From an optimization exercise on the open Yosys and OpenROAD flow, aimed at small area; shortcuts taken in it are not production practice.
Only simulation tests tie the RTL to the original design; equivalence was not proved.
Power and IR drop assume default switching activity.

### design.v
`default_nettype none
package mstore_pkg;
    localparam int MAX_DIM      = 5;
    localparam int MAX_ELEMS    = MAX_DIM * MAX_DIM;      
    localparam int NUM_SLOTS    = 16;
    localparam int ID_W         = 8;                      
    localparam int RES_W        = 2 * 4 + MAX_ELEMS * 8;  
    localparam int NUM_GRP      = 10;
    localparam int PMAT_W       = 85;                     
    localparam int RING_W       = 54;                     
    localparam int Y_W          = 14;                     
    localparam int X_W          = 17;                     
    localparam int Y_N          = 6;                      
    localparam int X_N          = 2;                      
    localparam int SHAPE_W      = 5;
    localparam int ENT_W        = SHAPE_W + PMAT_W;       
    localparam int SLOT_W       = $clog2(NUM_SLOTS);
    localparam int HEAD_W       = 10;
endpackage
`default_nettype wire
`default_nettype none
module entry_decoder (
    input  logic                              clk,
    input  logic                              rst,
    input  logic                              wen_i,
    input  logic                              flush_i,
    input  logic [1:0]                        mode_i,
    input  logic [7:0]                        data_i,
    output logic                              commit_valid_o,
    output logic [mstore_pkg::SHAPE_W-1:0]    commit_shape_o,
    output logic [mstore_pkg::PMAT_W-1:0]     commit_data_o,
    output logic                              commit_long_o,    
    output logic                              input_done_o,
    output logic                              error_o
);
    localparam int NUM_GRP = mstore_pkg::NUM_GRP;
    logic       st_getn_q, st_data_q, st_done_q, st_err_q;
    logic       valid_q;
    logic [2:0] rows_q, cols_q;
    logic [3:0] grp_q;                  
    logic [1:0] pos_q;
    logic [3:0] cur0_q, cur1_q;         
    logic [9:0] buf_q [NUM_GRP];        
    logic       grp_end;                
    logic       st_idle;
    logic       is_input, is_ack, dim_ok, elem_ok;
    logic       take_rows, take_cols, take_elem, last_elem;
    logic       clear_head, clear_tail;
    logic       long_q;
    logic [3:0] last_grp;
    logic [1:0] last_pos;
    logic [4:0] shape;
    logic [3:0] w0, w1, w2;
    logic [9:0] grp_word;
    assign st_idle  = !(st_getn_q || st_data_q || st_done_q || st_err_q);
    assign is_input = (mode_i == 2'b00);
    assign is_ack   = mode_i[1];
    assign dim_ok   = (data_i >= 8'd1) && (data_i <= 8'd5);
    assign elem_ok  = (data_i <= 8'd9);
    assign take_rows = st_idle && wen_i && is_input;
    assign take_cols = st_getn_q && wen_i && is_input;
    assign take_elem = st_data_q && !flush_i && wen_i && elem_ok;
    always_comb begin
        shape    = '0;
        last_grp = '0;
        last_pos = '0;
        case ({rows_q, cols_q})
            6'd9:  begin shape = 5'd1;  last_grp = 4'd0; last_pos = 2'd0; end
            6'd10: begin shape = 5'd2;  last_grp = 4'd0; last_pos = 2'd1; end
            6'd11: begin shape = 5'd3;  last_grp = 4'd0; last_pos = 2'd2; end
            6'd12: begin shape = 5'd4;  last_grp = 4'd1; last_pos = 2'd0; end
            6'd13: begin shape = 5'd5;  last_grp = 4'd1; last_pos = 2'd1; end
            6'd17: begin shape = 5'd6;  last_grp = 4'd0; last_pos = 2'd1; end
            6'd18: begin shape = 5'd7;  last_grp = 4'd1; last_pos = 2'd0; end
            6'd19: begin shape = 5'd8;  last_grp = 4'd1; last_pos = 2'd2; end
            6'd20: begin shape = 5'd9;  last_grp = 4'd2; last_pos = 2'd1; end
            6'd21: begin shape = 5'd10; last_grp = 4'd3; last_pos = 2'd0; end
            6'd25: begin shape = 5'd11; last_grp = 4'd0; last_pos = 2'd2; end
            6'd26: begin shape = 5'd12; last_grp = 4'd1; last_pos = 2'd2; end
            6'd27: begin shape = 5'd13; last_grp = 4'd2; last_pos = 2'd2; end
            6'd28: begin shape = 5'd14; last_grp = 4'd3; last_pos = 2'd2; end
            6'd29: begin shape = 5'd15; last_grp = 4'd4; last_pos = 2'd2; end
            6'd33: begin shape = 5'd16; last_grp = 4'd1; last_pos = 2'd0; end
            6'd34: begin shape = 5'd17; last_grp = 4'd2; last_pos = 2'd1; end
            6'd35: begin shape = 5'd18; last_grp = 4'd3; last_pos = 2'd2; end
            6'd36: begin shape = 5'd19; last_grp = 4'd5; last_pos = 2'd0; end
            6'd37: begin shape = 5'd20; last_grp = 4'd7; last_pos = 2'd0; end
            6'd41: begin shape = 5'd21; last_grp = 4'd1; last_pos = 2'd1; end
            6'd42: begin shape = 5'd22; last_grp = 4'd3; last_pos = 2'd0; end
            6'd43: begin shape = 5'd23; last_grp = 4'd4; last_pos = 2'd2; end
            6'd44: begin shape = 5'd24; last_grp = 4'd7; last_pos = 2'd0; end
            6'd45: begin shape = 5'd25; last_grp = 4'd9; last_pos = 2'd1; end
            default: ;
        endcase
    end
    assign last_elem = (grp_q == last_grp) && (pos_q == last_pos);
    assign grp_end   = (grp_q == 4'd5 || grp_q == 4'd7) ? 1'b1 :
                       (grp_q == 4'd9) ? (pos_q == 2'd1) : (pos_q == 2'd2);
    assign clear_head = st_data_q && flush_i && (grp_q == 4'd0) && (pos_q == 2'd0);
    assign clear_tail = take_elem && (grp_q == 4'd1) && (pos_q == 2'd0);
    assign w0 = (pos_q == 2'd0) ? data_i[3:0] : cur0_q;
    assign w1 = (pos_q == 2'd1) ? data_i[3:0] : ((pos_q == 2'd2) ? cur1_q : 4'd0);
    assign w2 = (pos_q == 2'd2) ? data_i[3:0] : 4'd0;
    always_comb begin
        case ({w2[3], w1[3], w0[3]})
            3'b000: grp_word = {w2[2:0], w1[2:0], 1'b0, w0[2:0]};
            3'b001: grp_word = {w2[2:0], w1[2:0], 1'b1, 2'b00, w0[0]};
            3'b010: grp_word = {w2[2:0], w0[2:1], w1[0], 1'b1, 2'b01, w0[0]};
            3'b100: grp_word = {w0[2:1], w2[0], w1[2:0], 1'b1, 2'b10, w0[0]};
            3'b110: grp_word = {w0[2:1], w2[0], 2'b00, w1[0], 1'b1, 2'b11, w0[0]};
            3'b101: grp_word = {w1[2:1], w2[0], 2'b01, w1[0], 1'b1, 2'b11, w0[0]};
            3'b011: grp_word = {w2[2:0], 2'b10, w1[0], 1'b1, 2'b11, w0[0]};
            default: grp_word = {2'b00, w2[0], 2'b11, w1[0], 1'b1, 2'b11, w0[0]};
        endcase
    end
    always_ff @(posedge clk or posedge rst) begin
        if (rst) begin
            st_getn_q <= 1'b0;
            st_data_q <= 1'b0;
            st_done_q <= 1'b0;
            st_err_q  <= 1'b0;
            valid_q   <= 1'b0;
        end else begin
            valid_q <= 1'b0;
            if (st_idle) begin
                if (take_rows) begin
                    st_getn_q <= dim_ok;
                    st_err_q  <= !dim_ok;
                end
            end
            if (st_getn_q) begin
                if (take_cols) begin
                    st_getn_q <= 1'b0;
                    st_data_q <= dim_ok;
                    st_err_q  <= !dim_ok;
                end
            end
            if (st_data_q) begin
                if (flush_i) begin
                    st_data_q <= 1'b0;
                    st_done_q <= 1'b1;
                    valid_q   <= 1'b1;
                end else if (wen_i) begin
                    if (!elem_ok) begin
                        st_data_q <= 1'b0;
                        st_err_q  <= 1'b1;
                    end else if (last_elem) begin
                        st_data_q <= 1'b0;
                        st_done_q <= 1'b1;
                        valid_q   <= 1'b1;
                    end
                end
            end
            if (st_done_q && is_ack) st_done_q <= 1'b0;
            if (st_err_q && is_ack)  st_err_q  <= 1'b0;
        end
    end
    always_ff @(posedge clk) begin
        if (take_rows) begin
            rows_q <= data_i[2:0];
        end
        if (take_cols) begin
            cols_q <= data_i[2:0];
            grp_q  <= '0;
            pos_q  <= '0;
        end
        if (take_elem && !last_elem) begin
            if (grp_end) begin
                pos_q <= '0;
                grp_q <= grp_q + 1'b1;
            end else begin
                pos_q <= pos_q + 1'b1;
            end
        end
        if (take_elem && pos_q == 2'd0) cur0_q <= data_i[3:0];
        if (take_elem && pos_q == 2'd1) cur1_q <= data_i[3:0];
        for (int k = 0; k < NUM_GRP; k++) begin
            if (take_elem && grp_q == 4'(k)) begin
                buf_q[k] <= grp_word;
            end else if ((k == 0) ? clear_head : clear_tail) begin
                buf_q[k] <= '0;
            end
        end
        if (take_elem && grp_q == 4'd0 && pos_q == 2'd0) begin
            long_q <= 1'b0;
        end else if (clear_tail) begin
            long_q <= 1'b1;
        end else if (clear_head) begin
            long_q <= 1'b0;
        end
    end
    assign commit_valid_o = valid_q;
    assign commit_shape_o = shape;
    assign commit_long_o  = long_q;
    assign commit_data_o = {buf_q[9][6:0], buf_q[8], buf_q[7][3:0], buf_q[6], buf_q[5][3:0],
                            buf_q[4], buf_q[3], buf_q[2], buf_q[1], buf_q[0]};
    assign input_done_o = st_done_q;
    assign error_o      = st_err_q;
endmodule
`default_nettype wire
`default_nettype none
module slot_store (
    input  logic                                                  clk,
    input  logic                                                  rst,
    input  logic                                                  commit_valid_i,
    input  logic [mstore_pkg::SHAPE_W-1:0]                        commit_shape_i,
    input  logic [mstore_pkg::PMAT_W-1:0]                         commit_data_i,
    input  logic                                                  commit_long_i,
    output logic [mstore_pkg::NUM_SLOTS-1:0]                      used_o,
    output logic [mstore_pkg::NUM_SLOTS*mstore_pkg::ID_W-1:0]     id_o,
    output logic [mstore_pkg::NUM_SLOTS*mstore_pkg::SHAPE_W-1:0]  shape_o,
    output logic [mstore_pkg::NUM_SLOTS*mstore_pkg::RING_W-1:0]   ring_o,
    output logic [mstore_pkg::X_N-1:0]                            x_valid_o,
    output logic [mstore_pkg::X_N*mstore_pkg::SLOT_W-1:0]         x_slot_o,
    output logic [mstore_pkg::X_N*mstore_pkg::X_W-1:0]            x_data_o,
    output logic [mstore_pkg::Y_N-1:0]                            y_valid_o,
    output logic [mstore_pkg::Y_N*mstore_pkg::SLOT_W-1:0]         y_slot_o,
    output logic [mstore_pkg::Y_N*mstore_pkg::Y_W-1:0]            y_data_o,
    output logic [mstore_pkg::SLOT_W-1:0]                         phase_o,
    output logic [mstore_pkg::NUM_SLOTS-1:0]                      long_o,
    output logic                                                  pend_head_o,
    output logic [mstore_pkg::SLOT_W-1:0]                         pend_head_slot_o,
    output logic                                                  pend_tail_o,
    output logic [mstore_pkg::SLOT_W-1:0]                         pend_tail_slot_o
);
    localparam int NUM_SLOTS = mstore_pkg::NUM_SLOTS;
    localparam int ID_W      = mstore_pkg::ID_W;
    localparam int SHAPE_W   = mstore_pkg::SHAPE_W;
    localparam int PMAT_W    = mstore_pkg::PMAT_W;
    localparam int SLOT_W    = mstore_pkg::SLOT_W;
    localparam int HEAD_W    = mstore_pkg::HEAD_W;
    localparam int RING_W    = mstore_pkg::RING_W;
    localparam int X_W       = mstore_pkg::X_W;
    localparam int Y_W       = mstore_pkg::Y_W;
    localparam logic [SHAPE_W-1:0] SHAPE_4X5 = 5'd20;
    localparam logic [SHAPE_W-1:0] SHAPE_5X4 = 5'd24;
    localparam logic [SHAPE_W-1:0] SHAPE_5X5 = 5'd25;
    localparam logic [NUM_SLOTS-1:0] INS_HEAD = 16'b1001_0010_0100_1001;
    localparam logic [NUM_SLOTS-1:0] INS_TAIL = 16'b0000_1000_0100_0001;
    logic                 commit_q;      
    logic [SLOT_W:0]      n_used_q;
    logic [NUM_SLOTS-1:0] used;
    logic [NUM_SLOTS-1:0] age_q;         
    logic [ID_W-1:0]      next_id_q;
    logic [SLOT_W-1:0]    rr_ptr_q;
    logic [SLOT_W-1:0]    phase_q;
    logic [NUM_SLOTS-1:0] long_q;        
    logic                 pend_h_q;      
    logic [SLOT_W-1:0]    pend_h_slot_q;
    logic                 pend_t_q;      
    logic [SLOT_W-1:0]    pend_t_slot_q;
    logic [ID_W-1:0]      id_q    [NUM_SLOTS];
    logic [SHAPE_W-1:0]   shape_q [NUM_SLOTS];
    logic [RING_W-1:0]    ring_q  [NUM_SLOTS];
    logic                 is_5x5, is_big;
    logic [NUM_SLOTS-1:0] same_type;
    logic [NUM_SLOTS-1:0] free_oh, old_oh, rr_oh, wr_oh;
    logic                 free_found, old_found, same_one, same_two;
    logic                 use_rr;
    logic [SLOT_W-1:0]    wr_idx;
    logic                 ins_h_req,  ins_t_req;
    logic [SLOT_W-1:0]    ins_h_slot, ins_t_slot;
    logic [SLOT_W-1:0]    ins_h_pos,  ins_t_pos;
    logic                 ins_h_ok,   ins_t_ok;
    logic                 t_cancel;
    always_comb begin
        free_found = !n_used_q[SLOT_W];
        old_found  = 1'b0;
        same_one   = 1'b0;
        same_two   = 1'b0;
        for (int i = 0; i < NUM_SLOTS; i++) begin
            used[i]      = (n_used_q > (SLOT_W+1)'(i));
            same_type[i] = used[i] && (shape_q[i] == commit_shape_i);
            free_oh[i]   = (n_used_q == (SLOT_W+1)'(i));
            old_oh[i]    = same_type[i] && age_q[i] && !old_found;
            rr_oh[i]     = (rr_ptr_q == SLOT_W'(i));
            old_found    = old_found || (same_type[i] && age_q[i]);
            same_two     = same_two || (same_one && same_type[i]);
            same_one     = same_one || same_type[i];
        end
    end
    always_comb begin
        if (!same_two) begin
            use_rr = !free_found;            
            wr_oh  = free_found ? free_oh : rr_oh;
        end else begin
            use_rr = !old_found;
            wr_oh  = old_found ? old_oh : rr_oh;
        end
        wr_idx = '0;
        for (int i = 0; i < NUM_SLOTS; i++) begin
            if (wr_oh[i]) wr_idx = wr_idx | SLOT_W'(i);
        end
    end
    always_ff @(posedge clk or posedge rst) begin
        if (rst) begin
            commit_q  <= 1'b0;
            n_used_q  <= '0;
            next_id_q <= ID_W'(1);
            rr_ptr_q  <= '0;
        end else begin
            commit_q  <= commit_valid_i;
            if (commit_q) begin
                if (!same_two && free_found) begin
                    n_used_q <= n_used_q + 1'b1;
                end
                next_id_q <= (next_id_q == '1) ? ID_W'(1) : next_id_q + 1'b1;
                if (use_rr) begin
                    rr_ptr_q <= rr_ptr_q + 1'b1;
                end
            end
        end
    end
    always_ff @(posedge clk) begin
        for (int i = 0; i < NUM_SLOTS; i++) begin
            if (commit_q && wr_oh[i]) begin
                age_q[i]   <= 1'b0;
                long_q[i]  <= commit_long_i;
                id_q[i]    <= next_id_q;
                shape_q[i] <= commit_shape_i;
            end else if (commit_q && same_type[i]) begin
                age_q[i]   <= 1'b1;
            end
        end
    end
    assign ins_h_req  = commit_q || pend_h_q;
    assign ins_h_slot = commit_q ? wr_idx : pend_h_slot_q;
    assign ins_h_pos  = ins_h_slot + phase_q + 1'b1;    
    assign ins_h_ok   = INS_HEAD[ins_h_pos];
    assign ins_t_req  = (commit_q && commit_long_i) || pend_t_q;
    assign ins_t_slot = (commit_q && commit_long_i) ? wr_idx : pend_t_slot_q;
    assign ins_t_pos  = ins_t_slot + phase_q + 1'b1;
    assign ins_t_ok   = INS_TAIL[ins_t_pos];
    assign t_cancel   = commit_q && !commit_long_i && (wr_idx == pend_t_slot_q);
    always_ff @(posedge clk or posedge rst) begin
        if (rst) begin
            phase_q  <= '0;
            pend_h_q <= 1'b0;
            pend_t_q <= 1'b0;
        end else begin
            phase_q  <= phase_q + 1'b1;
            pend_h_q <= ins_h_req && !ins_h_ok;
            pend_t_q <= ins_t_req && !ins_t_ok && !t_cancel;
        end
    end
    always_ff @(posedge clk) begin
        if (commit_q) begin
            pend_h_slot_q <= wr_idx;
        end
        if (commit_q && commit_long_i) begin
            pend_t_slot_q <= wr_idx;
        end
    end
    always_ff @(posedge clk) begin
        for (int k = 0; k < NUM_SLOTS; k++) begin
            if (INS_HEAD[k] && ins_h_req && ins_h_pos == SLOT_W'(k)) begin
                ring_q[k][HEAD_W-1:0] <= commit_data_i[HEAD_W-1:0];
            end else begin
                ring_q[k][HEAD_W-1:0] <= ring_q[(k + NUM_SLOTS - 1) % NUM_SLOTS][HEAD_W-1:0];
            end
            if (INS_TAIL[k] && ins_t_req && ins_t_pos == SLOT_W'(k)) begin
                ring_q[k][RING_W-1:HEAD_W] <= commit_data_i[RING_W-1:HEAD_W];
            end else begin
                ring_q[k][RING_W-1:HEAD_W] <= ring_q[(k + NUM_SLOTS - 1) % NUM_SLOTS][RING_W-1:HEAD_W];
            end
        end
    end
    assign is_5x5 = (commit_shape_i == SHAPE_5X5);
    assign is_big = is_5x5 || (commit_shape_i == SHAPE_4X5) || (commit_shape_i == SHAPE_5X4);
    side_store #(.N(mstore_pkg::Y_N), .W(Y_W)) u_side_y (
        .clk     (clk),
        .rst     (rst),
        .we_i    (commit_q),
        .slot_i  (wr_idx),
        .elig_i  (is_big),
        .data_i  (commit_long_i ? commit_data_i[RING_W +: Y_W] : '0),
        .valid_o (y_valid_o),
        .slot_o  (y_slot_o),
        .data_o  (y_data_o)
    );
    side_store #(.N(mstore_pkg::X_N), .W(X_W)) u_side_x (
        .clk     (clk),
        .rst     (rst),
        .we_i    (commit_q),
        .slot_i  (wr_idx),
        .elig_i  (is_5x5),
        .data_i  (commit_long_i ? commit_data_i[RING_W + Y_W +: X_W] : '0),
        .valid_o (x_valid_o),
        .slot_o  (x_slot_o),
        .data_o  (x_data_o)
    );
    for (genvar g = 0; g < NUM_SLOTS; g++) begin : g_table
        assign used_o[g]                      = used[g];
        assign id_o[g*ID_W +: ID_W]           = id_q[g];
        assign shape_o[g*SHAPE_W +: SHAPE_W]  = shape_q[g];
        assign ring_o[g*RING_W +: RING_W]     = ring_q[g];
    end
    assign phase_o     = phase_q;
    assign long_o           = long_q;
    assign pend_head_o      = pend_h_q;
    assign pend_head_slot_o = pend_h_slot_q;
    assign pend_tail_o      = pend_t_q;
    assign pend_tail_slot_o = pend_t_slot_q;
endmodule
module side_store #(
    parameter int N = 2,
    parameter int W = 8
) (
    input  logic                                  clk,
    input  logic                                  rst,
    input  logic                                  we_i,
    input  logic [mstore_pkg::SLOT_W-1:0]         slot_i,
    input  logic                                  elig_i,
    input  logic [W-1:0]                          data_i,
    output logic [N-1:0]                          valid_o,
    output logic [N*mstore_pkg::SLOT_W-1:0]       slot_o,
    output logic [N*W-1:0]                        data_o
);
    localparam int SLOT_W = mstore_pkg::SLOT_W;
    logic [N-1:0]      valid_q;
    logic [SLOT_W-1:0] slot_q [N];
    logic [W-1:0]      data_q [N];
    logic [N-1:0]      hit, free_oh, sel;
    logic              any_hit, free_seen;
    always_comb begin
        any_hit   = 1'b0;
        free_seen = 1'b0;
        for (int j = 0; j < N; j++) begin
            hit[j]     = valid_q[j] && (slot_q[j] == slot_i);
            free_oh[j] = !valid_q[j] && !free_seen;
            free_seen  = free_seen || !valid_q[j];
            any_hit    = any_hit || hit[j];
        end
        sel = any_hit ? hit : free_oh;
    end
    always_ff @(posedge clk or posedge rst) begin
        if (rst) begin
            valid_q <= '0;
        end else if (we_i) begin
            for (int j = 0; j < N; j++) begin
                if (sel[j]) valid_q[j] <= elig_i;
            end
        end
    end
    always_ff @(posedge clk) begin
        for (int j = 0; j < N; j++) begin
            if (we_i && elig_i && sel[j]) begin
                slot_q[j] <= slot_i;
                data_q[j] <= data_i;
            end
        end
    end
    for (genvar j = 0; j < N; j++) begin : g_out
        assign slot_o[j*SLOT_W +: SLOT_W] = slot_q[j];
        assign data_o[j*W +: W]           = data_q[j];
    end
    assign valid_o = valid_q;
endmodule
`default_nettype wire
`default_nettype none
module id_lookup (
    input  logic                                                  clk,
    input  logic                                                  rst,
    input  logic [mstore_pkg::NUM_SLOTS-1:0]                      used_i,
    input  logic [mstore_pkg::NUM_SLOTS*mstore_pkg::ID_W-1:0]     id_i,
    input  logic [mstore_pkg::NUM_SLOTS*mstore_pkg::SHAPE_W-1:0]  shape_i,
    input  logic [mstore_pkg::NUM_SLOTS*mstore_pkg::RING_W-1:0]   ring_i,
    input  logic [mstore_pkg::X_N-1:0]                            x_valid_i,
    input  logic [mstore_pkg::X_N*mstore_pkg::SLOT_W-1:0]         x_slot_i,
    input  logic [mstore_pkg::X_N*mstore_pkg::X_W-1:0]            x_data_i,
    input  logic [mstore_pkg::Y_N-1:0]                            y_valid_i,
    input  logic [mstore_pkg::Y_N*mstore_pkg::SLOT_W-1:0]         y_slot_i,
    input  logic [mstore_pkg::Y_N*mstore_pkg::Y_W-1:0]            y_data_i,
    input  logic [mstore_pkg::SLOT_W-1:0]                         phase_i,
    input  logic [mstore_pkg::NUM_SLOTS-1:0]                      long_i,
    input  logic                                                  pend_head_i,
    input  logic [mstore_pkg::SLOT_W-1:0]                         pend_head_slot_i,
    input  logic                                                  pend_tail_i,
    input  logic [mstore_pkg::SLOT_W-1:0]                         pend_tail_slot_i,
    input  logic [mstore_pkg::PMAT_W-1:0]                         pend_data_i,
    input  logic [mstore_pkg::ID_W-1:0]                           read_id_a_i,
    input  logic [mstore_pkg::ID_W-1:0]                           read_id_b_i,
    output logic [mstore_pkg::RES_W-1:0]                          mat_a_o,    
    output logic [mstore_pkg::RES_W-1:0]                          mat_b_o
);
    localparam int NUM_SLOTS = mstore_pkg::NUM_SLOTS;
    localparam int ID_W      = mstore_pkg::ID_W;
    localparam int ENT_W     = mstore_pkg::ENT_W;
    localparam int SLOT_W    = mstore_pkg::SLOT_W;
    localparam int SHAPE_W   = mstore_pkg::SHAPE_W;
    localparam int PMAT_W    = mstore_pkg::PMAT_W;
    localparam int RING_W    = mstore_pkg::RING_W;
    localparam int X_W       = mstore_pkg::X_W;
    localparam int Y_W       = mstore_pkg::Y_W;
    localparam int X_N       = mstore_pkg::X_N;
    localparam int Y_N       = mstore_pkg::Y_N;
    localparam int HEAD_W    = mstore_pkg::HEAD_W;
    logic [ID_W-1:0]   rid_a_q,   rid_b_q;
    logic              found_a_q, found_b_q;
    logic [SLOT_W-1:0] idx_a_q,   idx_b_q;
    logic              find_a,    find_b;
    logic [SLOT_W-1:0] fidx_a,    fidx_b;
    logic [ENT_W-1:0]  fetch_a,   fetch_b;
    always_ff @(posedge clk) begin
        rid_a_q <= read_id_a_i;
        rid_b_q <= read_id_b_i;
    end
    always_comb begin
        find_a = 1'b0;
        find_b = 1'b0;
        fidx_a = '0;
        fidx_b = '0;
        for (int i = 0; i < NUM_SLOTS; i++) begin
            if (used_i[i] && id_i[i*ID_W +: ID_W] == rid_a_q) begin
                find_a = 1'b1;
                fidx_a = SLOT_W'(i);
            end
            if (used_i[i] && id_i[i*ID_W +: ID_W] == rid_b_q) begin
                find_b = 1'b1;
                fidx_b = SLOT_W'(i);
            end
        end
    end
    always_ff @(posedge clk or posedge rst) begin
        if (rst) begin
            found_a_q <= 1'b0;
            found_b_q <= 1'b0;
        end else begin
            found_a_q <= find_a;
            found_b_q <= find_b;
        end
    end
    always_ff @(posedge clk) begin
        idx_a_q <= fidx_a;
        idx_b_q <= fidx_b;
    end
    logic               byp_h_a, byp_h_b, byp_t_a, byp_t_b;
    logic               tail_a,  tail_b;
    logic [SLOT_W-1:0]  pos_a,   pos_b;
    logic [SHAPE_W-1:0] fshape_a, fshape_b;
    logic [PMAT_W-1:0]  fdata_a,  fdata_b;
    assign byp_h_a = found_a_q && pend_head_i && (idx_a_q == pend_head_slot_i);
    assign byp_h_b = found_b_q && pend_head_i && (idx_b_q == pend_head_slot_i);
    assign byp_t_a = found_a_q && pend_tail_i && (idx_a_q == pend_tail_slot_i);
    assign byp_t_b = found_b_q && pend_tail_i && (idx_b_q == pend_tail_slot_i);
    assign tail_a  = found_a_q && long_i[idx_a_q] && !byp_t_a;
    assign tail_b  = found_b_q && long_i[idx_b_q] && !byp_t_b;
    assign pos_a   = idx_a_q + phase_i;
    assign pos_b   = idx_b_q + phase_i;
    logic [NUM_SLOTS:0]   hsel_a, hsel_b, tsel_a, tsel_b;
    logic [NUM_SLOTS-1:0] ssel_a, ssel_b;
    always_comb begin
        for (int i = 0; i < NUM_SLOTS; i++) begin
            hsel_a[i] = found_a_q && !byp_h_a && pos_a == SLOT_W'(i);
            hsel_b[i] = found_b_q && !byp_h_b && pos_b == SLOT_W'(i);
            tsel_a[i] = tail_a && pos_a == SLOT_W'(i);
            tsel_b[i] = tail_b && pos_b == SLOT_W'(i);
            ssel_a[i] = found_a_q && idx_a_q == SLOT_W'(i);
            ssel_b[i] = found_b_q && idx_b_q == SLOT_W'(i);
        end
        hsel_a[NUM_SLOTS] = byp_h_a;
        hsel_b[NUM_SLOTS] = byp_h_b;
        tsel_a[NUM_SLOTS] = byp_t_a;
        tsel_b[NUM_SLOTS] = byp_t_b;
    end
    function automatic logic ao17(input logic [NUM_SLOTS:0] s, input logic [NUM_SLOTS:0] d);
        logic [5:0] g;
        for (int j = 0; j < 6; j++) begin
            g[j] = 1'b0;
            for (int k = 0; k < 3; k++) begin
                if (3*j + k <= NUM_SLOTS) g[j] = g[j] | (s[3*j+k] & d[3*j+k]);
            end
        end
        ao17 = |g;
    endfunction
    function automatic logic ao16(input logic [NUM_SLOTS-1:0] s, input logic [NUM_SLOTS-1:0] d);
        logic [5:0] g;
        for (int j = 0; j < 6; j++) begin
            g[j] = 1'b0;
            for (int k = 0; k < 3; k++) begin
                if (3*j + k < NUM_SLOTS) g[j] = g[j] | (s[3*j+k] & d[3*j+k]);
            end
        end
        ao16 = |g;
    endfunction
    logic [X_N-1:0] xsel_a, xsel_b;
    logic [Y_N-1:0] ysel_a, ysel_b;
    logic [X_W-1:0] xd_a, xd_b;
    logic [Y_W-1:0] yd_a, yd_b;
    always_comb begin
        xd_a = '0;
        xd_b = '0;
        yd_a = '0;
        yd_b = '0;
        for (int j = 0; j < X_N; j++) begin
            xsel_a[j] = found_a_q && x_valid_i[j] && x_slot_i[j*SLOT_W +: SLOT_W] == idx_a_q;
            xsel_b[j] = found_b_q && x_valid_i[j] && x_slot_i[j*SLOT_W +: SLOT_W] == idx_b_q;
            xd_a = xd_a | ({X_W{xsel_a[j]}} & x_data_i[j*X_W +: X_W]);
            xd_b = xd_b | ({X_W{xsel_b[j]}} & x_data_i[j*X_W +: X_W]);
        end
        for (int j = 0; j < Y_N; j++) begin
            ysel_a[j] = found_a_q && y_valid_i[j] && y_slot_i[j*SLOT_W +: SLOT_W] == idx_a_q;
            ysel_b[j] = found_b_q && y_valid_i[j] && y_slot_i[j*SLOT_W +: SLOT_W] == idx_b_q;
            yd_a = yd_a | ({Y_W{ysel_a[j]}} & y_data_i[j*Y_W +: Y_W]);
            yd_b = yd_b | ({Y_W{ysel_b[j]}} & y_data_i[j*Y_W +: Y_W]);
        end
    end
    assign fdata_a[PMAT_W-1:RING_W] = {xd_a, yd_a};
    assign fdata_b[PMAT_W-1:RING_W] = {xd_b, yd_b};
    for (genvar b = 0; b < RING_W; b++) begin : g_dbit
        logic [NUM_SLOTS:0] col;
        for (genvar i = 0; i < NUM_SLOTS; i++) begin : g_c
            assign col[i] = ring_i[i*RING_W + b];
        end
        assign col[NUM_SLOTS] = pend_data_i[b];
        assign fdata_a[b] = ao17((b < HEAD_W) ? hsel_a : tsel_a, col);
        assign fdata_b[b] = ao17((b < HEAD_W) ? hsel_b : tsel_b, col);
    end
    for (genvar b = 0; b < SHAPE_W; b++) begin : g_sbit
        logic [NUM_SLOTS-1:0] col;
        for (genvar i = 0; i < NUM_SLOTS; i++) begin : g_c
            assign col[i] = shape_i[i*SHAPE_W + b];
        end
        assign fshape_a[b] = ao16(ssel_a, col);
        assign fshape_b[b] = ao16(ssel_b, col);
    end
    assign fetch_a = {fshape_a, fdata_a};
    assign fetch_b = {fshape_b, fdata_b};
    entry_unpack u_unpack_a (.ent_i(fetch_a), .mat_o(mat_a_o));
    entry_unpack u_unpack_b (.ent_i(fetch_b), .mat_o(mat_b_o));
endmodule
module entry_unpack (
    input  logic [mstore_pkg::ENT_W-1:0]  ent_i,
    output logic [mstore_pkg::RES_W-1:0]  mat_o
);
    localparam int NUM_GRP = mstore_pkg::NUM_GRP;
    localparam int PMAT_W  = mstore_pkg::PMAT_W;
    logic [2:0]   rows, cols;
    logic [199:0] data;
    always_comb begin
        rows = '0;
        cols = '0;
        case (ent_i[PMAT_W +: mstore_pkg::SHAPE_W])
            5'd1:  begin rows = 3'd1; cols = 3'd1; end
            5'd2:  begin rows = 3'd1; cols = 3'd2; end
            5'd3:  begin rows = 3'd1; cols = 3'd3; end
            5'd4:  begin rows = 3'd1; cols = 3'd4; end
            5'd5:  begin rows = 3'd1; cols = 3'd5; end
            5'd6:  begin rows = 3'd2; cols = 3'd1; end
            5'd7:  begin rows = 3'd2; cols = 3'd2; end
            5'd8:  begin rows = 3'd2; cols = 3'd3; end
            5'd9:  begin rows = 3'd2; cols = 3'd4; end
            5'd10: begin rows = 3'd2; cols = 3'd5; end
            5'd11: begin rows = 3'd3; cols = 3'd1; end
            5'd12: begin rows = 3'd3; cols = 3'd2; end
            5'd13: begin rows = 3'd3; cols = 3'd3; end
            5'd14: begin rows = 3'd3; cols = 3'd4; end
            5'd15: begin rows = 3'd3; cols = 3'd5; end
            5'd16: begin rows = 3'd4; cols = 3'd1; end
            5'd17: begin rows = 3'd4; cols = 3'd2; end
            5'd18: begin rows = 3'd4; cols = 3'd3; end
            5'd19: begin rows = 3'd4; cols = 3'd4; end
            5'd20: begin rows = 3'd4; cols = 3'd5; end
            5'd21: begin rows = 3'd5; cols = 3'd1; end
            5'd22: begin rows = 3'd5; cols = 3'd2; end
            5'd23: begin rows = 3'd5; cols = 3'd3; end
            5'd24: begin rows = 3'd5; cols = 3'd4; end
            5'd25: begin rows = 3'd5; cols = 3'd5; end
            default: ;
        endcase
    end
    function automatic logic [11:0] dpd_dec(input logic [9:0] c);
        logic [3:0] d2, d1, d0;
        if (!c[3]) begin
            d2 = {1'b0, c[9:7]}; d1 = {1'b0, c[6:4]}; d0 = {1'b0, c[2:0]};
        end else begin
            case (c[2:1])
                2'b00: begin d2 = {1'b0, c[9:7]}; d1 = {1'b0, c[6:4]}; d0 = {3'b100, c[0]}; end
                2'b01: begin d2 = {1'b0, c[9:7]}; d1 = {3'b100, c[4]}; d0 = {1'b0, c[6:5], c[0]}; end
                2'b10: begin d2 = {3'b100, c[7]}; d1 = {1'b0, c[6:4]}; d0 = {1'b0, c[9:8], c[0]}; end
                default: begin
                    case (c[6:5])
                        2'b00: begin d2 = {3'b100, c[7]}; d1 = {3'b100, c[4]}; d0 = {1'b0, c[9:8], c[0]}; end
                        2'b01: begin d2 = {3'b100, c[7]}; d1 = {1'b0, c[9:8], c[4]}; d0 = {3'b100, c[0]}; end
                        2'b10: begin d2 = {1'b0, c[9:7]}; d1 = {3'b100, c[4]}; d0 = {3'b100, c[0]}; end
                        default: begin d2 = {3'b100, c[7]}; d1 = {3'b100, c[4]}; d0 = {3'b100, c[0]}; end
                    endcase
                end
            endcase
        end
        dpd_dec = {d2, d1, d0};
    endfunction
    for (genvar k = 0; k < 5; k++) begin : g_dpd
        logic [11:0] d;
        assign d = dpd_dec(ent_i[k*10 +: 10]);
        assign data[(3*k)*8 +: 8]   = {4'd0, d[3:0]};
        assign data[(3*k+1)*8 +: 8] = {4'd0, d[7:4]};
        assign data[(3*k+2)*8 +: 8] = {4'd0, d[11:8]};
    end
    logic [11:0] d5, d6, d7, d8, d9;
    assign d5 = dpd_dec({6'd0, ent_i[50 +: 4]});
    assign d6 = dpd_dec(ent_i[54 +: 10]);
    assign d7 = dpd_dec({6'd0, ent_i[64 +: 4]});
    assign d8 = dpd_dec(ent_i[68 +: 10]);
    assign d9 = dpd_dec({3'd0, ent_i[78 +: 7]});
    assign data[15*8 +: 8] = {4'd0, d5[3:0]};
    assign data[16*8 +: 8] = {4'd0, d6[3:0]};
    assign data[17*8 +: 8] = {4'd0, d6[7:4]};
    assign data[18*8 +: 8] = {4'd0, d6[11:8]};
    assign data[19*8 +: 8] = {4'd0, d7[3:0]};
    assign data[20*8 +: 8] = {4'd0, d8[3:0]};
    assign data[21*8 +: 8] = {4'd0, d8[7:4]};
    assign data[22*8 +: 8] = {4'd0, d8[11:8]};
    assign data[23*8 +: 8] = {4'd0, d9[3:0]};
    assign data[24*8 +: 8] = {4'd0, d9[7:4]};
    assign mat_o = {1'b0, rows, 1'b0, cols, data};
endmodule
`default_nettype wire
`default_nettype none
module matrix_store_top (
    input  logic                            clk,
    input  logic                            rst,
    input  logic                            wen_i,
    input  logic                            flush_i,
    input  logic [1:0]                      mode_i,
    input  logic [7:0]                      data_i,
    input  logic [7:0]                      read_id_a_i,
    input  logic [7:0]                      read_id_b_i,
    output logic [207:0]                    mat_a_o,    
    output logic [207:0]                    mat_b_o,
    output logic                            input_done_o,
    output logic                            error_o
);
    localparam int NUM_SLOTS = mstore_pkg::NUM_SLOTS;
    logic                                      commit_valid;
    logic [mstore_pkg::SHAPE_W-1:0]            commit_shape;
    logic [mstore_pkg::PMAT_W-1:0]             commit_data;
    logic [NUM_SLOTS-1:0]                      tbl_used;
    logic [NUM_SLOTS*mstore_pkg::ID_W-1:0]     tbl_id;
    logic [NUM_SLOTS*mstore_pkg::SHAPE_W-1:0]  tbl_shape;
    logic [NUM_SLOTS*mstore_pkg::RING_W-1:0]   tbl_ring;
    logic [mstore_pkg::X_N-1:0]                tbl_x_valid;
    logic [mstore_pkg::X_N*mstore_pkg::SLOT_W-1:0] tbl_x_slot;
    logic [mstore_pkg::X_N*mstore_pkg::X_W-1:0]    tbl_x_data;
    logic [mstore_pkg::Y_N-1:0]                tbl_y_valid;
    logic [mstore_pkg::Y_N*mstore_pkg::SLOT_W-1:0] tbl_y_slot;
    logic [mstore_pkg::Y_N*mstore_pkg::Y_W-1:0]    tbl_y_data;
    logic [mstore_pkg::SLOT_W-1:0]             tbl_phase;
    logic                                      commit_long;
    logic [NUM_SLOTS-1:0]                      tbl_long;
    logic                                      tbl_pend_head;
    logic [mstore_pkg::SLOT_W-1:0]             tbl_pend_head_slot;
    logic                                      tbl_pend_tail;
    logic [mstore_pkg::SLOT_W-1:0]             tbl_pend_tail_slot;
    entry_decoder u_entry_decoder (
        .clk            (clk),
        .rst            (rst),
        .wen_i          (wen_i),
        .flush_i        (flush_i),
        .mode_i         (mode_i),
        .data_i         (data_i),
        .commit_valid_o (commit_valid),
        .commit_shape_o (commit_shape),
        .commit_data_o  (commit_data),
        .commit_long_o  (commit_long),
        .input_done_o   (input_done_o),
        .error_o        (error_o)
    );
    slot_store u_slot_store (
        .clk            (clk),
        .rst            (rst),
        .commit_valid_i (commit_valid),
        .commit_shape_i (commit_shape),
        .commit_data_i  (commit_data),
        .commit_long_i  (commit_long),
        .used_o         (tbl_used),
        .id_o           (tbl_id),
        .shape_o        (tbl_shape),
        .ring_o         (tbl_ring),
        .x_valid_o      (tbl_x_valid),
        .x_slot_o       (tbl_x_slot),
        .x_data_o       (tbl_x_data),
        .y_valid_o      (tbl_y_valid),
        .y_slot_o       (tbl_y_slot),
        .y_data_o       (tbl_y_data),
        .phase_o        (tbl_phase),
        .long_o           (tbl_long),
        .pend_head_o      (tbl_pend_head),
        .pend_head_slot_o (tbl_pend_head_slot),
        .pend_tail_o      (tbl_pend_tail),
        .pend_tail_slot_o (tbl_pend_tail_slot)
    );
    id_lookup u_id_lookup (
        .clk         (clk),
        .rst         (rst),
        .used_i      (tbl_used),
        .id_i        (tbl_id),
        .shape_i     (tbl_shape),
        .ring_i      (tbl_ring),
        .x_valid_i   (tbl_x_valid),
        .x_slot_i    (tbl_x_slot),
        .x_data_i    (tbl_x_data),
        .y_valid_i   (tbl_y_valid),
        .y_slot_i    (tbl_y_slot),
        .y_data_i    (tbl_y_data),
        .phase_i     (tbl_phase),
        .long_i           (tbl_long),
        .pend_head_i      (tbl_pend_head),
        .pend_head_slot_i (tbl_pend_head_slot),
        .pend_tail_i      (tbl_pend_tail),
        .pend_tail_slot_i (tbl_pend_tail_slot),
        .pend_data_i (commit_data),
        .read_id_a_i (read_id_a_i),
        .read_id_b_i (read_id_b_i),
        .mat_a_o     (mat_a_o),
        .mat_b_o     (mat_b_o)
    );
endmodule
`default_nettype wire
### flow/run.sh
#!/bin/bash
# The standard layout (standard.sh: the ORFS flow) with these changes to
# how the layout is made:
#  - synthesis is the standard one (synth_recipe.tcl and ORFS's synth.tcl,
#    same passes, same registers) except that ABC maps the logic with the
#    single-pass area script in flow/abc_area.script instead of ORFS's
#    repeated speed script;
#  - every port still gets a buffer, but the smallest one (buf_1);
#  - the clock tree uses clkbuf_8 with larger sink clusters and no dummy
#    loads;
#  - the constant outputs share one tie cell (its net is buffered by the
#    flow's usual repair) instead of one tie cell per output.
# All tool output goes to logs in this folder: make's in flow_make.log, each
# ORFS step's in orfs/logs/.
set -euo pipefail
W=$(pwd)

sed "s#log_cmd abc {\*}\$abc_args#set abc_args [lreplace \$abc_args 1 1 $W/flow/abc_area.script]\n  log_cmd abc {*}\$abc_args#" \
  "$FLOW_HOME/scripts/synth.tcl" > "$W/own_synth_core.tcl"
grep -q "flow/abc_area.script" "$W/own_synth_core.tcl"
sed "s#source \$::env(SCRIPTS_DIR)/synth.tcl#source $W/own_synth_core.tcl#" \
  "$W/synth_recipe.tcl" > "$W/own_synth.tcl"
grep -q "own_synth_core.tcl" "$W/own_synth.tcl"

export BUFFER_PORTS_ARGS="-buffer_cell sky130_fd_sc_hd__buf_1"
export CTS_ARGS="-sink_clustering_enable -repair_clock_nets -dont_use_dummy_load -buf_list sky130_fd_sc_hd__clkbuf_8 -sink_clustering_size 16 -sink_clustering_max_diameter 60"
export SKIP_REPAIR_TIE_FANOUT=1
bash standard.sh SYNTH_SCRIPT="$W/own_synth.tcl" > flow_make.log 2>&1
### flow/abc_area.script
&get -n
&st
&dch -f
&nf
&put
### standard.sh
#!/bin/bash
# synth_recipe.tcl (not shown) runs the flow's synth.tcl, then flattens the netlist and writes it again
# the make line also repeats each setting of config.mk as NAME=value (left out here)
make -C /OpenROAD-flow-scripts/flow DESIGN_CONFIG=/design/flow/config.mk WORK_HOME=/design/flow/orfs CLKGATE_MAP_FILE= SYNTH_SCRIPT=/design/flow/synth_recipe.tcl "${@:-finish}"
### config.mk
export PLATFORM = sky130hd
export DESIGN_NAME = matrix_store_top
export DESIGN_NICKNAME = matrix_store_top
export VERILOG_FILES = /design/flow/design.v
export SDC_FILE = /design/flow/constraint.sdc
export NUM_CORES = 4
export LEC_CHECK = 0
export CAP_MARGIN = 10
export CORE_MARGIN = 2
export CORE_UTILIZATION = 45
export SLEW_MARGIN = 10
### constraint.sdc
create_clock -name core_clock -period 14.0 [get_ports {clk}]
set_input_delay 2.8000 -clock core_clock [delete_from_list [all_inputs] [get_ports {clk}]]
set_output_delay 2.8000 -clock core_clock [all_outputs]
set_load 0.01 [all_outputs]
==> flow_summary.yaml <==
status:
  outcome: "finished clean"
timing:
  timing.slew.headroom: 0.1692
  layout_setup_ws_ns: 4.256
  period_needed_ns: 9.744
  fmax_mhz: 102.6
  worstMarginPinSlew_ns: 1.239
  fin_worst_skew_ns: 0.1498
  timing.final.crit_share: 0.6960
  drv_slew: 0
  rsz0062_at_grt: "false"
  setup_viol: 0
  hold_viol: 0
  setup_tns_ns: 0
worst_setup_path:
  path_buf_inv: 2
  path_class: "flop to flop"
  required_ns: 14.67
  endpoint: "u_slot_store.ring_q[11][48]"
  r2r-end: "u_slot_store.ring_q[11][48]"
  critPathTopFamily: "simple AND/OR/NAND/NOR gates"
  timing.rr.start: "u_slot_store.n_used_q[4]"
  cp_slowest_stage_delay_ns: 0.82
  worst_setup_path_start_kind: "flop"
  reg2reg_slack_ns: 4.26
  cp_slowest_cell: "nor3_1"
  arrival_ns: 10.41
  critPathMaxFanout: 44
  endpoint_kind: "flop"
  crit_start: "u_slot_store.n_used_q[4]"
  cp.depth: 25
  r2r_cells: 25
worst_hold_path:
  min_from: "u_slot_store.ring_q[7][45]"
  hold_depth: 0
  hp-class: "flop to flop"
cts:
  cts_tree: "yes"
  cts.path.max_buffers: 3
  cts_sinks: 1431
  cts_buffers: 114
  cts.reportedPaths.clkPinSlew_ns: 0.10
  clock_latency_ns: 0.90
  post-cts-setup-buffers: 0
  cts-resized-gates: 0
  hold_buffers: 0
  root_buffer: "clkbuf_8"
  cts_max_level: 3
yosys:
  synth_mux_area_frac: 0.04099
  synth_fa_ha_area_frac: 0.01169
  synth_edf_count: 475
  ys_top_cells_by_area: "dfxtp_1, edfxtp_1, a222oi_1, xor2_1, mux2_1"
  avgSynthCellArea_um2: 11.86
  synth_seq_cells: 1431
  synthSimpleGateAreaFrac: 0.1172
  async_flop_share: 0.02725
  synth.cell_area_mm2: 0.06038
  synth_cell_types: 72
  synth.top_cell.area_share: 0.3041
  synth_top_area_cell: "dfxtp_1"
  yosysSeqAreaShare: 0.5565
  synth_fp_nets: 5174
  yosysWarnings: 17
  synth_top_family_by_area: "compound AO/OA/AOI/OAI gates"
  synth-main-ff-cell: "dfxtp_1"
  synthCells: 5090
  synth-compound-area-share: 0.1708
  synth-xor-area-share: 0.06716
routing:
  vias_per_cell: 6.786
  drcViolationCount: 0
  num_vias: 48290
  routedWlPerCell_um: 30.21
  totalWireLength_um: 215000
  drt_pass1_iterations: 15
  ant_nets: 0
  drt-initial-drc-count: 9731
power_and_ir_drop:
  vdd_drop_max_mv: 0.08238
  p_leak_nw: 22.39
  power.total_mw: 7.183
  power_per_cell_area_mw_per_mm2: 111.0
flow_run:
  maxCapViolCount: 0
layout:
  area.growth.synth_to_final_pct: 7.195
  final_area_mm2: 0.06472
  drive_gt1_frac: 0.06173
  final_nets: 5432
  utilization: 0.4856
placed_design:
  dpl_cell_area_mm2: 0.06315
  hpwl_um: 128400
  io_buffers: 243
  place_ws_ns: 4.504
  gp_congestion: 0.9957
die:
  chipHeight_um: 370.3
  ios: 448
  core_mm2: 0.1333
  initial_utilization: 0.4530
  design.die.area_mm2: 0.1371
  dieWidth_um: 370.3
  rows: 134
global_route:
  antenna_found_initial: 7
  first_global_vias: 46930
  grt_max_degree: 205
  grt_overflow: 0
  track_usage: 0.3033
  grt_pass1_wl_um: 310600
[layer usage]
layer  wire length [um]  vias up  global-route usage
met5                 23        -            0.002098
met4               8630        4              0.1272
met3              24590      572             0.06276
met2              96710     3154              0.4757
met1              85060    23840              0.4069
li1                   -    20720                   -
[per-stage QoR]
| step | hold WS, ns | std cells |
|---|---|---|
| after CTS | 0.2660 | 7114 |
| after global routing | 0.2877 | 7115 |
| after global placement | 0.3425 | 7000 |
| after detailed placement | 0.3396 | 7000 |
| after floorplan | 0.3312 | 5090 |
| final | 0.2723 | 7116 |
[power breakdown]
| group | internal (mW) | leakage (nW) | total [mW] | switching (mW) |
|---|---|---|---|---|
| Combinational | 0.192 | 8.92 | 0.563 | 0.371 |
| Sequential | 4.44 | 12.6 | 4.60 | 0.155 |
| Clock | 0.722 | 0.820 | 2.02 | 1.30 |
| Total | 5.36 | 22.4 | 7.18 | 1.83 |
[layout by cell type, fill, tap and decap left out, types with 13 or more instances in the layout]
| cell | n |
|---|---|
| dfxtp_1 | 917 |
| a222oi_1 | 590 |
| edfxtp_1 | 475 |
| xor2_1 | 286 |
| nor2_1 | 281 |
| buf_1 | 243 |
| nand2_1 | 237 |
| mux2_1 | 200 |
| a22oi_1 | 200 |
| xnor2_1 | 177 |
| nand3_1 | 162 |
| buf_4 | 135 |
| a21oi_1 | 121 |
| clkbuf_8 | 114 |
| and2_0 | 107 |
| clkinv_1 | 99 |
| and4_1 | 98 |
| o21ai_0 | 95 |
| nor4_1 | 93 |
| nand4_1 | 71 |
| and3_1 | 62 |
| nor3_2 | 50 |
| ha_1 | 50 |
| nor3_1 | 47 |
| a22o_1 | 39 |
| dfrtp_1 | 37 |
| o22ai_1 | 35 |
| nor2b_1 | 33 |
| nand2b_1 | 31 |
| a31oi_1 | 27 |
| mux2i_1 | 19 |
| a211oi_1 | 13 |
[final cells by class]
cell class	instances	area [um2]
inverters	100	375.4
flip-flops and latches	1431	33600
well taps	1768	2212
diodes	2	5.005
clock buffers	114	1569
fillers	12030	68570
repair buffers	378	1926
multi-input cells	3323	25030
[worst min-delay path by stage]
stage	to
after floorplan	u_slot_store.commit_q
after global placement	u_slot_store.commit_q
after detailed placement	u_slot_store.commit_q
after CTS	u_slot_store.ring_q[8][45]
after global routing	u_slot_store.ring_q[8][45]
final	u_slot_store.ring_q[8][45]
[cells by family after synthesis]
family | Yosys count
flip-flops | 1431
AND/OR/NAND/NOR | 1346
AO/OA/AOI/OAI | 1238
XOR/XNOR | 463
buffers and inverters | 336
multiplexers | 221
adder cells (fa/ha/maj) | 54
other | 1
[sequential cells by signal (all words and copies together), names as in the netlist, 5 cells and up]
name	count
u_entry_decoder.buf_q	85
u_id_lookup.rid_a_q	8
u_id_lookup.rid_b_q	8
u_slot_store.age_q	16
u_slot_store.id_q	128
u_slot_store.long_q	16
u_slot_store.n_used_q	5
u_slot_store.next_id_q	8
u_slot_store.ring_q	864
u_slot_store.shape_q	80
u_slot_store.u_side_x.data_q	34
u_slot_store.u_side_x.slot_q	8
u_slot_store.u_side_y.data_q	84
u_slot_store.u_side_y.slot_q	24
u_slot_store.u_side_y.valid_q	6
[cell usage after synthesis (97+ instances only)]
library cell / count
clkinv_1: 100
nor4_1: 99
edfxtp_1: 475
a222oi_1: 590
nand2_1: 237
xnor2_1: 177
nor2_1: 292
nand3_1: 162
xor2_1: 286
nor3_1: 97
a22oi_1: 200
and4_1: 98
mux2_1: 200
buf_4: 236
dfxtp_1: 917
a21oi_1: 122
and2_0: 115

[separate check: timing with driven ports]
The flow's constraints put no driver on any port. The routed layout listed below was extracted and timed again, unchanged, in two steps.
Step 1: set_driving_cell puts a clkbuf_16 on clk and a buf_2 on each other input, an assumption about the parent block.
Step 2 moves the port delays by t, midway between the first and last clock arrival at a register: inputs arrive t later, outputs are due t later. That takes back most of the time a late clock gives input paths.
a / b / c = no drivers / after step 1 / after step 2; a / b = the first two.
shift t [ns]: 0.895
setup slack, ns: 4.256 / 4.256 / 4.256
worst hold slack (ns): 0.272 / 0.272 / 0.272
slew at the worst register clock pin (ns): 0.11 / 0.11
cell pins on the clock port's net: 1
After both steps setup and hold are still met in this run. The setup slack of this run moves by 0.000 ns with the drivers and by 0.000 ns with both steps.
